What follows belongs to an exercise in optimizing a design on an open flow for small area, a short achievable clock period and few clock cycles per item; a production flow would make more cautious choices. The RTL was checked by simulation tests, not by an equivalence proof against the original design. Power and IR drop assume default switching activity.

## 10-06
// roberts_cross_gradient
module roberts_cross_gradient
#(
   parameter int MAX_WIDTH  = rcg_pkg::DEF_MAX_WIDTH,
   parameter int MAX_HEIGHT = rcg_pkg::DEF_MAX_HEIGHT
)(
   input  logic                     clock,
   input  logic                     reset,
   input  logic                     csr_wr_en,
   input  logic [rcg_pkg::CSR_WIDTH-1:0]     csr_wr_data,
   input  logic                     req_valid,
   output logic                     req_ready,
   input  logic [rcg_pkg::PIX_W-1:0]         req_pixel,
   input  logic                     req_start_of_frame,
   output logic                     rsp_valid,
   input  logic                     rsp_ready,
   output logic [rcg_pkg::ROW_W-1:0]         rsp_out_row,
   output logic [rcg_pkg::COL_W-1:0]         rsp_out_col,
   output logic signed [rcg_pkg::GRAD_W-1:0] rsp_diag_grad,
   output logic signed [rcg_pkg::GRAD_W-1:0] rsp_anti_grad,
   output logic [rcg_pkg::MAG_W-1:0]         rsp_magnitude,
   output logic                     rsp_last
);
Size: ~7000 cells after synthesis, about 81 I/O pins.
export LEC_CHECK = 0
export CAP_MARGIN = 20
export CORE_MARGIN = 2
export CORE_UTILIZATION = 70
export CTS_CLUSTER_DIAMETER = 80
export CTS_CLUSTER_SIZE = 25
export SETUP_SLACK_MARGIN = 4.0
export SLEW_MARGIN = 20
create_clock -name core_clock -period 7.0 [get_ports {clock}]
run.sh (not shown) runs the stock make flow with config.mk's settings and CLKGATE_MAP_FILE= SYNTH_SCRIPT=/design/flow/synth_recipe.tcl, a recipe that flattens the netlist after the stock synthesis.
Testbench counts of 10-06, summed over its fixed seeds: cycles 20,259, items 17,628.
The inputs of 04-21 differ from those of 10-06 as listed below.
-- flow/design.v --
<<< 10-06, line 294
   logic                     p_z  [NST];
   logic                     p_c0 [NST];
   logic [GRAD_W-1:0]        p_x  [NST];
   logic [GRAD_W-1:0]        p_y  [NST];
   logic [7:0]               d_ax, d_ay;
   assign d_ax = p_x[0][7:0];
   assign d_ay = p_y[0][7:0];
   logic [16:0]              sq_r0, sq_r1, sq_r2, e_r0, e_r1, e_r2;
   logic [SQ_W-1:0]          e_s;
>>> 04-21, line 294
   logic                     p_z  [NST];
   logic                     p_c0 [NST];
   logic signed [GRAD_W-1:0] p_x  [NST];
   logic signed [GRAD_W-1:0] p_y  [NST];
   logic [7:0]               d_ax, d_ay;
   logic [16:0]              sq_r0, sq_r1, sq_r2, e_r0, e_r1, e_r2;
   logic [SQ_W-1:0]          e_s;
<<< 10-06, line 320
         p_z[0]  <= c_z;
         p_c0[0] <= c_c0;
         p_x[0]  <= (ulp >= c_p) ? {1'b0, ulp - c_p} : {1'b1, c_p - ulp};
         p_y[0]  <= c_ge ? {1'b0, c_u - lp} : {1'b1, lp - c_u};
         for (int k = 1; k < NST; k++) begin
            p_z[k]  <= p_z[k-1];
>>> 04-21, line 318
         p_z[0]  <= c_z;
         p_c0[0] <= c_c0;
         p_x[0]  <= $signed({1'b0, ulp}) - $signed({1'b0, c_p});
         p_y[0]  <= $signed({1'b0, c_u}) - $signed({1'b0, lp});
         for (int k = 1; k < NST; k++) begin
            p_z[k]  <= p_z[k-1];
<<< 10-06, line 328
            p_y[k]  <= p_y[k-1];
         end
         e_r0 <= sq_r0;
         e_r1 <= sq_r1;
>>> 04-21, line 326
            p_y[k]  <= p_y[k-1];
         end
         d_ax <= (ulp >= c_p) ? ulp - c_p : c_p - ulp;
         d_ay <= c_ge ? c_u - lp : lp - c_u;
         e_r0 <= sq_r0;
         e_r1 <= sq_r1;
<<< 10-06, line 429
   assign o_take = o_en & ~o_more;           
   assign adv_d  = k_v ? o_take : ~(l_res & ~o_take);
   logic signed [GRAD_W-1:0] lx_pos, lx_neg, ly_pos, ly_neg;
   always_comb begin
      lx_pos = p_x[LS][8] ? -$signed({1'b0, p_x[LS][7:0]}) : $signed({1'b0, p_x[LS][7:0]});
      lx_neg = p_x[LS][8] ? $signed({1'b0, p_x[LS][7:0]}) : -$signed({1'b0, p_x[LS][7:0]});
      ly_pos = p_y[LS][8] ? -$signed({1'b0, p_y[LS][7:0]}) : $signed({1'b0, p_y[LS][7:0]});
      ly_neg = p_y[LS][8] ? $signed({1'b0, p_y[LS][7:0]}) : -$signed({1'b0, p_y[LS][7:0]});
      f_c1  = c1;
      f_row = r1 ? '0 : pos_r;
>>> 04-21, line 429
   assign o_take = o_en & ~o_more;           
   assign adv_d  = k_v ? o_take : ~(l_res & ~o_take);
   always_comb begin
      f_c1  = c1;
      f_row = r1 ? '0 : pos_r;
<<< 10-06, line 440
      if (r1) begin
         f_kind = c1 ? 2'd0 : 2'd1;
         f_diag = c1 ? lx_neg : ly_neg;
         f_anti = c1 ? ly_neg : lx_neg;
         f_last = 1'b0;
      end else begin
         f_kind = c1 ? 2'd2 : 2'd3;
         f_diag = c1 ? ly_pos : lx_pos;
         f_anti = c1 ? lx_pos : ly_pos;
         f_last = ~c1;
      end
>>> 04-21, line 435
      if (r1) begin
         f_kind = c1 ? 2'd0 : 2'd1;
         f_diag = c1 ? -p_x[LS] : -p_y[LS];
         f_anti = c1 ? -p_y[LS] : -p_x[LS];
         f_last = 1'b0;
      end else begin
         f_kind = c1 ? 2'd2 : 2'd3;
         f_diag = c1 ? p_y[LS] : p_x[LS];
         f_anti = c1 ? p_x[LS] : p_y[LS];
         f_last = ~c1;
      end
### Flow results
04-21 | stages: all done | timing, DRC, antenna: all pass. Summary of the comparison: post-route worst hold slack is higher in 04-21, relative to 10-06. 04-21: maximum vdd ir drop 0.019 mV below 10-06. Going from 10-06 to 04-21, via count of the first global-routing pass shrank slightly. Combinational power share: 04-21 lower than 10-06. Cmp 10-06 and 04-21 / global-route usage / higher: 10-06. The share of the yosys chip area belonging to registers on 04-21 is in line with that on 10-06. Power across 10-06 and 04-21: no real change. Going from 10-06 to 04-21, post-route minimum period saw an increase; global-route track usage on met3 saw a decrease. 10-06 -> 04-21: first-pass GRT wire length decreased slightly. [compare] base=10-06 new=04-21: synthesized cell count went up, core utilization went down, die footprint went up.
Testbench counts of 04-21, summed over its fixed seeds: cycles 20,259, items 17,628.

-- port drivers added, routing unchanged --
The results above use ideal ports. As a check the final layouts listed here were re-extracted and re-timed, cells and wires unchanged. Step 1 assumes that a clkbuf_16 drives the clock port and a buf_2 every other input. Step 2 adds t to the input delays and takes it off the output delays; t is the mean of the earliest and latest rising clock arrival at the registers after step 1. Input paths then give back, and output paths get back, about the clock's delay inside the block. Three values: ideal, step 1, step 2; two values: the first two.
run | t (ns) | setup WS [ns] | worst data-port slew with drivers (ns)
10-06 | 0.909 | 4.060 / 3.970 / 3.287 | 0.04
04-21 | 0.909 | 4.048 / 3.972 / 3.304 | 0.12
After both steps setup and hold are still met in every run listed. For 10-06, which loses most, drivers alone change the setup slack by -0.090 ns; drivers and shift together by -0.773 ns.
